What follows belongs to an exercise in optimizing a design on an open flow for small area and a short achievable clock period; a production flow would make more cautious choices. In this exercise RTL edits were held to simulation tests only and were not proved equivalent to the original. Power figures rest on the tool's default switching activity, not on a simulated workload.

Design fft_power_peak, start of the top module:
module fft_power_peak #(
    parameter  int N          = 8,
    parameter  int DATA_WIDTH = 16,
    localparam int BIN_W      = $clog2(N),
    localparam int PWR_W      = 2 * DATA_WIDTH + 1
) (
    input  logic                         clk,
    input  logic                         rst_n,
    input  logic signed [DATA_WIDTH-1:0] in_real,
    input  logic signed [DATA_WIDTH-1:0] in_imag,
    input  logic                         in_valid,
    input  logic                         clear,
    input  logic        [PWR_W-1:0]      thresh,
    output logic                         peak_over,
    output logic        [PWR_W-1:0]      pwr_out,
    output logic        [BIN_W-1:0]      pwr_bin,
    output logic                         pwr_valid,
    output logic        [PWR_W-1:0]      peak_pwr,
    output logic        [BIN_W-1:0]      peak_bin,
    output logic                         peak_valid,
    output logic        [15:0]           frame_cnt,
    output logic        [1:0]            dbg_state
);
    logic        r_s1_valid;
    logic [2:0]  r_bin_cnt;      
    always_ff @(posedge clk or negedge rst_n) begin
        if (!rst_n) begin
            r_s1_valid <= 1'b0;
            r_bin_cnt  <= '0;
        end else begin
            r_s1_valid <= in_valid & ~clear;
            r_bin_cnt  <= clear ? 3'd0 : r_bin_cnt + {2'b0, in_valid};
        end
    end
    logic [31:0] ra, rb, w_sum;
    logic [82:0] r_cs;
    logic s0;
    logic c0;
    logic pp_re_0_1_n;
    logic s1;
    logic c1;
    logic pp_re_0_2_n;
    logic pp_im_0_2_n;
    logic s2;
    logic c2;
    logic pp_re_0_3_n;
    logic s3;
    logic c3;
    logic pp_re_1_2_n;
    logic pp_im_0_3_n;
    logic pp_im_1_2_n;
    logic s4;
    logic c4;
    logic s5;
    logic c5;
    logic pp_re_0_4_n;
    logic pp_re_1_3_n;
    logic pp_im_0_4_n;
    logic s6;
    logic c6;
    logic pp_im_1_3_n;
    logic s7;
    logic c7;
    logic s8;
    logic c8;
    logic pp_re_0_5_n;
    logic s9;
    logic c9;
    logic pp_re_1_4_n;
    logic pp_re_2_3_n;
    logic pp_im_0_5_n;
    logic s10;
    logic c10;
  ...
==> flow/config.mk <==
export PLATFORM = sky130hd
export DESIGN_NAME = fft_power_peak
export DESIGN_NICKNAME = fft_power_peak
export VERILOG_FILES = /design/flow/design.v
export SDC_FILE = /design/flow/constraint.sdc
export NUM_CORES = 4
export LEC_CHECK = 0
export CAP_MARGIN = 20
export CORE_MARGIN = 2
export CORE_UTILIZATION = 40
export SETUP_SLACK_MARGIN = 4.2
export SLEW_MARGIN = 20
export SYNTH_HIERARCHICAL = 1
export SYNTH_MINIMUM_KEEP_SIZE = 0
==> flow/constraint.sdc <==
create_clock -name core_clock -period 7.5 [get_ports {clk}]
set_input_delay 1.5000 -clock core_clock [delete_from_list [all_inputs] [get_ports {clk}]]
set_output_delay 1.5000 -clock core_clock [all_outputs]
set_load 0.01 [all_outputs]
standard.sh (not shown) runs the stock make flow with config.mk's settings and CLKGATE_MAP_FILE= SYNTH_SCRIPT=/design/flow/synth_recipe.tcl, a recipe that flattens the netlist after the stock synthesis.
==> flow/flow/run.sh <==
#!/bin/bash
# Layout flow: the standard flow (standard synthesis, floorplan, place, CTS, route,
# finish) unchanged, except that
#  - the port buffers are the platform's plain buf_1 cell instead of the resizer's default
#    pick (repair_design and repair_timing still resize them);
#  - CTS builds the tree from clkbuf_4 and clkbuf_8 cells, clusters up to 12 sinks per
#    leaf buffer and
#    adds no dummy load cells.
set -euo pipefail
export BUFFER_PORTS_ARGS="-buffer_cell sky130_fd_sc_hd__buf_1"
export CTS_ARGS="-sink_clustering_enable -repair_clock_nets -buf_list {sky130_fd_sc_hd__clkbuf_4 sky130_fd_sc_hd__clkbuf_8} -sink_clustering_size 12 -sink_clustering_max_diameter 50 -dont_use_dummy_load"
bash standard.sh finish > standard.log 2>&1
Change:
==> flow/flow/run.sh (replaced) <==
#!/bin/bash
# Layout flow: the standard flow (standard synthesis, floorplan, place, CTS, route,
# finish) unchanged, except that the port buffers are the platform's plain buf_1 cell
# instead of the resizer's default pick; repair_design and repair_timing still resize them.
set -euo pipefail
export BUFFER_PORTS_ARGS="-buffer_cell sky130_fd_sc_hd__buf_1"
bash standard.sh finish > standard.log 2>&1
Effect:
- The new run passed the timing, DRC and antenna checks
- setup slack hardly moves
- design area is higher by 3.6%
- synthesized area does not change
- wire length goes up by 0.97%

---

== rev 12 ==
fft_power_peak again, from the RTL that the note above started with.
export LEC_CHECK = 0
export CAP_MARGIN = 20
export CORE_MARGIN = 2
export CORE_UTILIZATION = 40
export SETUP_SLACK_MARGIN = 4.1
export SLEW_MARGIN = 20
export SYNTH_HIERARCHICAL = 1
export SYNTH_MINIMUM_KEEP_SIZE = 0
create_clock -name core_clock -period 7.5 [get_ports {clk}]
==> flow/flow/run.sh <==
#!/bin/bash
# Layout flow: the standard flow (standard synthesis, floorplan, place, CTS, route,
# finish) unchanged, except that
#  - the port buffers are the platform's plain buf_1 cell instead of the resizer's default
#    pick (repair_design and repair_timing still resize them);
#  - CTS builds the tree from clkbuf_4 and clkbuf_8 cells, clusters up to 12 sinks per
#    leaf buffer and
#    adds no dummy load cells.
set -euo pipefail
export BUFFER_PORTS_ARGS="-buffer_cell sky130_fd_sc_hd__buf_1"
export CTS_ARGS="-sink_clustering_enable -repair_clock_nets -buf_list {sky130_fd_sc_hd__clkbuf_4 sky130_fd_sc_hd__clkbuf_8} -sink_clustering_size 12 -sink_clustering_max_diameter 50 -dont_use_dummy_load"
bash standard.sh finish > standard.log 2>&1
The inputs of rev 13 differ from those of rev 12 as listed below.
Settings: SETUP_SLACK_MARGIN: 4.1 -> 4.2; CTS_BUF_LIST: unset -> sky130_fd_sc_hd__clkbuf_4.
==> flow/flow/run.sh <==
#!/bin/bash
# Layout flow: the standard flow (standard synthesis, floorplan, place, CTS, route,
# finish) unchanged, except that the port buffers are the platform's plain buf_1 cell
# instead of the resizer's default pick; repair_design and repair_timing still resize them.
set -euo pipefail
export BUFFER_PORTS_ARGS="-buffer_cell sky130_fd_sc_hd__buf_1"
bash standard.sh finish > standard.log 2>&1
### Flow results
Async set-reset flop share out of synthesis of rev 12 is on par with rev 13. Rev 13 vs. rev 12: power went up by 0.41 mW. Area: rev 13 vs rev 12 -> rev 13 larger. Max critical path depth across rev 12 and rev 13: rev 12. Looking at rev 12 and rev 13, the fmax is a wash. NOTE: layout overhead on the synthesized area in rev 13 exceeds that of rev 12. Rev 13 ended with every stage complete and zero timing, DRC or antenna violations.

---

Another version of the RTL of fft_power_peak (not shown whole).
For scale: roughly 1,400 cells after synthesis, about 220 flip-flops.
clock: 7.5 ns
lec_check: 0
cap_margin: 20
core_margin: 2
core_utilization: 60
cts_buf_list: sky130_fd_sc_hd__clkbuf_8
setup_slack_margin: 4.2
slew_margin: 20
synth_hierarchical: 1
synth_minimum_keep_size: 0
run.sh (not shown) runs the stock make flow with config.mk's settings and CLKGATE_MAP_FILE= SYNTH_SCRIPT=/design/flow/synth_recipe.tcl, a recipe that flattens the netlist after the stock synthesis.
Stock flow here: none of the scripts above is used.
The baseline produced a clean layout.
Next try:
CORE_UTILIZATION = 40   (was 60)
CTS_BUF_LIST = unset   (was sky130_fd_sc_hd__clkbuf_8)
SETUP_SLACK_MARGIN = 4.7   (was 4.2)
Result:
- The new run passed the timing, DRC and antenna checks
- via count grows by 2.5%
- first-iteration DRC count is lower by 12%
- global-route usage drops by 8.3 points
- final cell count is higher by 11%
- setup slack gains 81 ps
- wire length goes up by 11%
- area after synthesis stays the same
- count of clock-buffer cells in the layout came out lower by 15
- fmax increases by 2.4%
- core utilization falls by 18 points

---

Setup of build 20:
Another version of the RTL of fft_power_peak (not shown whole).
Size: ~1400 cells after synthesis, about 160 I/O pins, about 14000 sq um of cells after synthesis.
clock: 7.5 ns
lec_check: 0
cap_margin: 20
core_margin: 2
core_utilization: 40
setup_slack_margin: 4.3
slew_margin: 20
synth_hierarchical: 1
synth_minimum_keep_size: 0
standard.sh (not shown) runs the stock make flow with config.mk's settings and CLKGATE_MAP_FILE= SYNTH_SCRIPT=/design/flow/synth_recipe.tcl, a recipe that flattens the netlist after the stock synthesis.
==> flow/flow/run.sh <==
#!/bin/bash
# Layout flow: the standard flow (standard synthesis, floorplan, place, CTS, route,
# finish) unchanged, except that
#  - the port buffers are the platform's plain buf_1 cell instead of the resizer's default
#    pick (repair_design and repair_timing still resize them);
#  - CTS builds the tree from clkbuf_4 and clkbuf_8 cells, clusters up to 12 sinks per
#    leaf buffer and
#    adds no dummy load cells.
set -euo pipefail
export BUFFER_PORTS_ARGS="-buffer_cell sky130_fd_sc_hd__buf_1"
export CTS_ARGS="-sink_clustering_enable -repair_clock_nets -buf_list {sky130_fd_sc_hd__clkbuf_4 sky130_fd_sc_hd__clkbuf_8} -sink_clustering_size 12 -sink_clustering_max_diameter 50 -dont_use_dummy_load"
bash standard.sh finish > standard.log 2>&1
Build 20 completed end to end with timing, DRC and antenna clean.
Changes in build 28 relative to build 20:
Settings: SETUP_SLACK_MARGIN changed from 4.3 to 4.2.
--- outcome ---
Build 28: done, clean on timing, DRC and antenna. Re routed wire length: build 20 was higher than build 28. The headroom to the max-slew limit in build 28 sits 1.3 points below the value recorded for build 20. Build 20 reports its startpoint of the most critical setup path as in_real[15] while build 28 reports r_cs[32]$_DFF_P_. Detailed route, build 28 vs build 20: via total lower for build 28. Per the comparison of build 28 with build 20, via count of the first global-routing pass saw a decrease; stage delay of the slowest cell on the critical path saw a decrease; post-layout instance area saw a decrease; overall power saw a decrease. Utilization of the core after routing ends up lower on build 28. As far as power drawn by the sequential cells is concerned, build 28 and build 20 perform about the same. Looking at kind of critical path, the primary input to flop result is from build 20; the flop to flop one comes from build 28. Looking at share of power burned in the clock network, build 28 sits above build 20.
Input changes introduced in build 83 (baseline for comparison: build 28):
Settings: an added TNS_END_PERCENT of 10.
==> run notes <==
Lower global-route usage among build 28 and build 83: build 83. Re highest clock frequency the design can meet: build 28 was higher than build 83. Compared with build 28, build 83 shows a higher number of inserted filler cells in the final layout. Final area in build 83 is about 3% below build 28. Utilization in build 83 is 1.5 points lower than in build 28.
The following lists how build 10 was set up differently from build 83:
Settings: SETUP_SLACK_MARGIN: 4.2 -> 4.45.
--- outcome ---
Against build 83, worst hold slack in build 10 came out worse.
Sequential share of layout area in build 10 is 0.71 points below build 83.
Comparing number of setup buffers added after CTS for build 10 and build 83, the smaller number came from build 10.
Diff build 10 and build 83: via count higher in build 10
Build 10 against build 83; cell-internal power is down slightly.
Compared with build 83, build 10 shows a synthesis-to-layout area growth that is 3.1 points higher.
#### Input delta (build 34 over build 10)
Settings: an added CTS_CLUSTER_DIAMETER of 60; a deleted TNS_END_PERCENT that had been 10; an added CTS_BUF_LIST of sky130_fd_sc_hd__clkbuf_4 sky130_fd_sc_hd__clkbuf_8; an added CTS_CLUSTER_SIZE of 20; a change of SETUP_SLACK_MARGIN from 4.45 to 4.2.
==> flow/flow/run.sh <==
#!/bin/bash
# Layout flow: the standard flow (standard synthesis, floorplan, place, CTS, route,
# finish) unchanged, except that the port buffers are the platform's plain buf_1 cell
# instead of the resizer's default pick; repair_design and repair_timing still resize them.
set -euo pipefail
export BUFFER_PORTS_ARGS="-buffer_cell sky130_fd_sc_hd__buf_1"
bash standard.sh finish > standard.log 2>&1
Notes after the runs:
- Compared with build 10, build 34 shows a multi-input gate area in the final layout that is 1.5% higher.
- Looking at first-pass detailed-route iteration total across build 10 and build 34, the one that comes out lower is build 34.
- Build 34 vs. build 10: worst-case hold slack +0.0092 ns; portion of the layout cell area used by non-clock buffers -0.72 points; initial DRC count +28.
- Compared with build 10, build 34 instantiates a larger number of cells.
- Routed wire length: build 10 vs build 34, no meaningful difference
- Build 34 vs. build 10: part of the cycle the worst path needs went down by 1.4 points.
- Number of global-route vias before repair in build 34 vs build 10: down 0.73%
The following lists how build 24 was set up differently from build 34:
Settings: swapping sky130_fd_sc_hd__clkbuf_4 sky130_fd_sc_hd__clkbuf_8 for sky130_fd_sc_hd__clkbuf_4 in CTS_BUF_LIST; clearing CTS_CLUSTER_SIZE, which used to be 20; clearing CTS_CLUSTER_DIAMETER, which used to be 60.
### Flow results
There was hardly any difference in share of cell area taken by multi-input logic gates between build 24 and build 34.
The maximum frequency in build 24 sits about 1% below the value recorded for build 34.
Sequential cell count: build 34 vs build 24 identical
Filler cell count in the final layout of build 24 exceeds that of build 34 slightly.

---

run 1:
RTL: one of the versions met above, not the one the previous note started from.
For scale: ~1,500 cells after synthesis, roughly 210 flip-flops, ~160 I/O pins, about 0.015 sq mm of cells after synthesis.
export LEC_CHECK = 0
export CAP_MARGIN = 20
export CORE_MARGIN = 2
export CORE_UTILIZATION = 40
export SETUP_SLACK_MARGIN = 4.0
export SLEW_MARGIN = 20
export SYNTH_HIERARCHICAL = 1
export SYNTH_MINIMUM_KEEP_SIZE = 0
create_clock -name core_clock -period 7.5 [get_ports {clk}]
==> flow/flow/run.sh <==
#!/bin/bash
# Layout flow: the standard flow (standard synthesis, floorplan, place, CTS, route,
# finish) unchanged, except that
#  - the port buffers are the platform's plain buf_1 cell instead of the resizer's default
#    pick (repair_design and repair_timing still resize them);
#  - CTS builds the tree from clkbuf_4 and clkbuf_8 cells, clusters up to 12 sinks per
#    leaf buffer and
#    adds no dummy load cells.
set -euo pipefail
export BUFFER_PORTS_ARGS="-buffer_cell sky130_fd_sc_hd__buf_1"
export CTS_ARGS="-sink_clustering_enable -repair_clock_nets -buf_list {sky130_fd_sc_hd__clkbuf_4 sky130_fd_sc_hd__clkbuf_8} -sink_clustering_size 12 -sink_clustering_max_diameter 50 -dont_use_dummy_load"
bash standard.sh finish > standard.log 2>&1
Edits applied to the flow inputs when going from run 1 to run 2:
==> flow/flow/run.sh <==
#!/bin/bash
# Layout flow: the standard flow (standard synthesis, floorplan, place, CTS, route,
# finish) unchanged, except that the port buffers are the platform's plain buf_1 cell
# instead of the resizer's default pick; repair_design and repair_timing still resize them.
set -euo pipefail
export BUFFER_PORTS_ARGS="-buffer_cell sky130_fd_sc_hd__buf_1"
bash standard.sh finish > standard.log 2>&1
--- a/flow/config.mk
+++ b/flow/config.mk
@@ -9,4 +9,5 @@
 export CORE_MARGIN = 2
 export CORE_UTILIZATION = 40
+export CTS_BUF_LIST = sky130_fd_sc_hd__clkbuf_4
 export SETUP_SLACK_MARGIN = 4.0
 export SLEW_MARGIN = 20
## What came out
- The number of clock buffers inserted by TritonCTS of run 2 is higher than that of run 1.
- Hold slack on run 2 is ahead of run 1.
- Compared to run 1, run 2 has setup slack 0.039 ns lower.
- [compare] base=run 1 new=run 2: wire length of the first global-routing pass +1.6%, final critical-path share of the clock period rose 0.52 points.
- Sequential share of layout area | run 2 below run 1

---

RTL: one of the versions met above, not the one the previous note started from.
For scale: roughly 1400 cells after synthesis, ~210 flip-flops, roughly 14000 µm² of cells after synthesis.
Settings: LEC_CHECK=0, CAP_MARGIN=20, CORE_MARGIN=2, CORE_UTILIZATION=40, CTS_BUF_LIST=sky130_fd_sc_hd__clkbuf_4, SETUP_SLACK_MARGIN=4.3, SLEW_MARGIN=20, SYNTH_HIERARCHICAL=1, SYNTH_MINIMUM_KEEP_SIZE=0; clock period 7.5 ns.
==> flow/flow/run.sh <==
#!/bin/bash
# Layout flow: the standard flow (standard synthesis, floorplan, place, CTS, route,
# finish) unchanged, except that the port buffers are the platform's plain buf_1 cell
# instead of the resizer's default pick; repair_design and repair_timing still resize them.
set -euo pipefail
export BUFFER_PORTS_ARGS="-buffer_cell sky130_fd_sc_hd__buf_1"
bash standard.sh finish > standard.log 2>&1
Change:
==> flow/flow/run.sh (replaced) <==
#!/bin/bash
# Layout flow: the standard flow (standard synthesis, floorplan, place, CTS, route,
# finish) unchanged, except that
#  - the port buffers are the platform's plain buf_1 cell instead of the resizer's default
#    pick (repair_design and repair_timing still resize them);
#  - CTS builds the tree from clkbuf_4 and clkbuf_8 cells and
#    adds no dummy load cells.
set -euo pipefail
export BUFFER_PORTS_ARGS="-buffer_cell sky130_fd_sc_hd__buf_1"
export CTS_ARGS="-sink_clustering_enable -repair_clock_nets -buf_list {sky130_fd_sc_hd__clkbuf_4 sky130_fd_sc_hd__clkbuf_8} -dont_use_dummy_load"
bash standard.sh finish > standard.log 2>&1
CTS_BUF_LIST = not set   (was sky130_fd_sc_hd__clkbuf_4)
SETUP_SLACK_MARGIN = 4.2   (was 4.3)
The changed run produced a clean layout.
Non-clock buffer count fell by 43.
Hold slack degrades by 0.012 ns.
Wire length falls by a few percent.
Maximum frequency went up slightly.
Count of clock-buffer cells in the layout shrinks by 47.
Sequential cell count stays the same.
Design area drops by a few percent.
First-iteration DRC count rose by a few percent.
Die area does not change.

[port drivers added, routing unchanged]
No port has a modelled driver above. Below, the same layouts with a new extraction and two added sets of constraints.
Step 1: set_driving_cell puts a clkbuf_16 on clk and a buf_2 on each other input, an assumption about the parent block.
Step 2, shift: input delay + t, output delay - t, t = (earliest + latest rising clock arrival at the registers) / 2. This alone moves slack from input paths to output paths.
Three values: ideal ports, drivers, drivers and shift; two values: the first two.
run | t (ns) | slack for setup (ns) | hold WS [ns]
the first run of note 1 | 0.570 | 4.135 / 4.136 / 3.567 | 0.445 / 0.445 / 0.445
the second run of note 1 | 0.562 | 4.134 / 4.121 / 3.559 | 0.439 / 0.439 / 0.439
rev 12 | 0.585 | 4.125 / 4.142 / 3.558 | 0.436 / 0.436 / 0.436
rev 13 | 0.716 | 4.133 / 4.152 / 3.436 | 0.440 / 0.440 / 0.440
the first run of note 3 | 0.562 | 4.069 / 4.069 / 3.678 | 0.449 / 0.449 / 0.449
the second run of note 3 | 0.571 | 4.150 / 4.150 / 3.703 | 0.446 / 0.446 / 0.446
build 20 | 0.579 | 4.048 / 4.041 / 3.463 | 0.446 / 0.446 / 0.446
build 28 | 0.600 | 4.065 / 4.065 / 3.501 | 0.439 / 0.439 / 0.439
build 83 | 0.573 | 3.949 / 3.949 / 3.566 | 0.444 / 0.444 / 0.444
build 10 | 0.591 | 3.961 / 3.961 / 3.478 | 0.439 / 0.439 / 0.439
build 34 | 0.583 | 4.068 / 4.068 / 3.514 | 0.449 / 0.449 / 0.449
build 24 | 0.732 | 4.032 / 4.032 / 3.471 | 0.436 / 0.436 / 0.436
run 1 | 0.576 | 4.020 / 4.032 / 3.457 | 0.426 / 0.426 / 0.426
run 2 | 0.735 | 3.980 / 4.007 / 3.272 | 0.439 / 0.439 / 0.439
the first run of note 6 | 0.717 | 4.028 / 4.028 / 3.559 | 0.447 / 0.447 / 0.447
the second run of note 6 | 0.548 | 4.045 / 4.045 / 3.559 | 0.435 / 0.435 / 0.435
After both steps setup and hold are still met in every run listed. For run 2, which loses most, drivers alone change the setup slack by +0.027 ns; drivers and shift together by -0.708 ns.
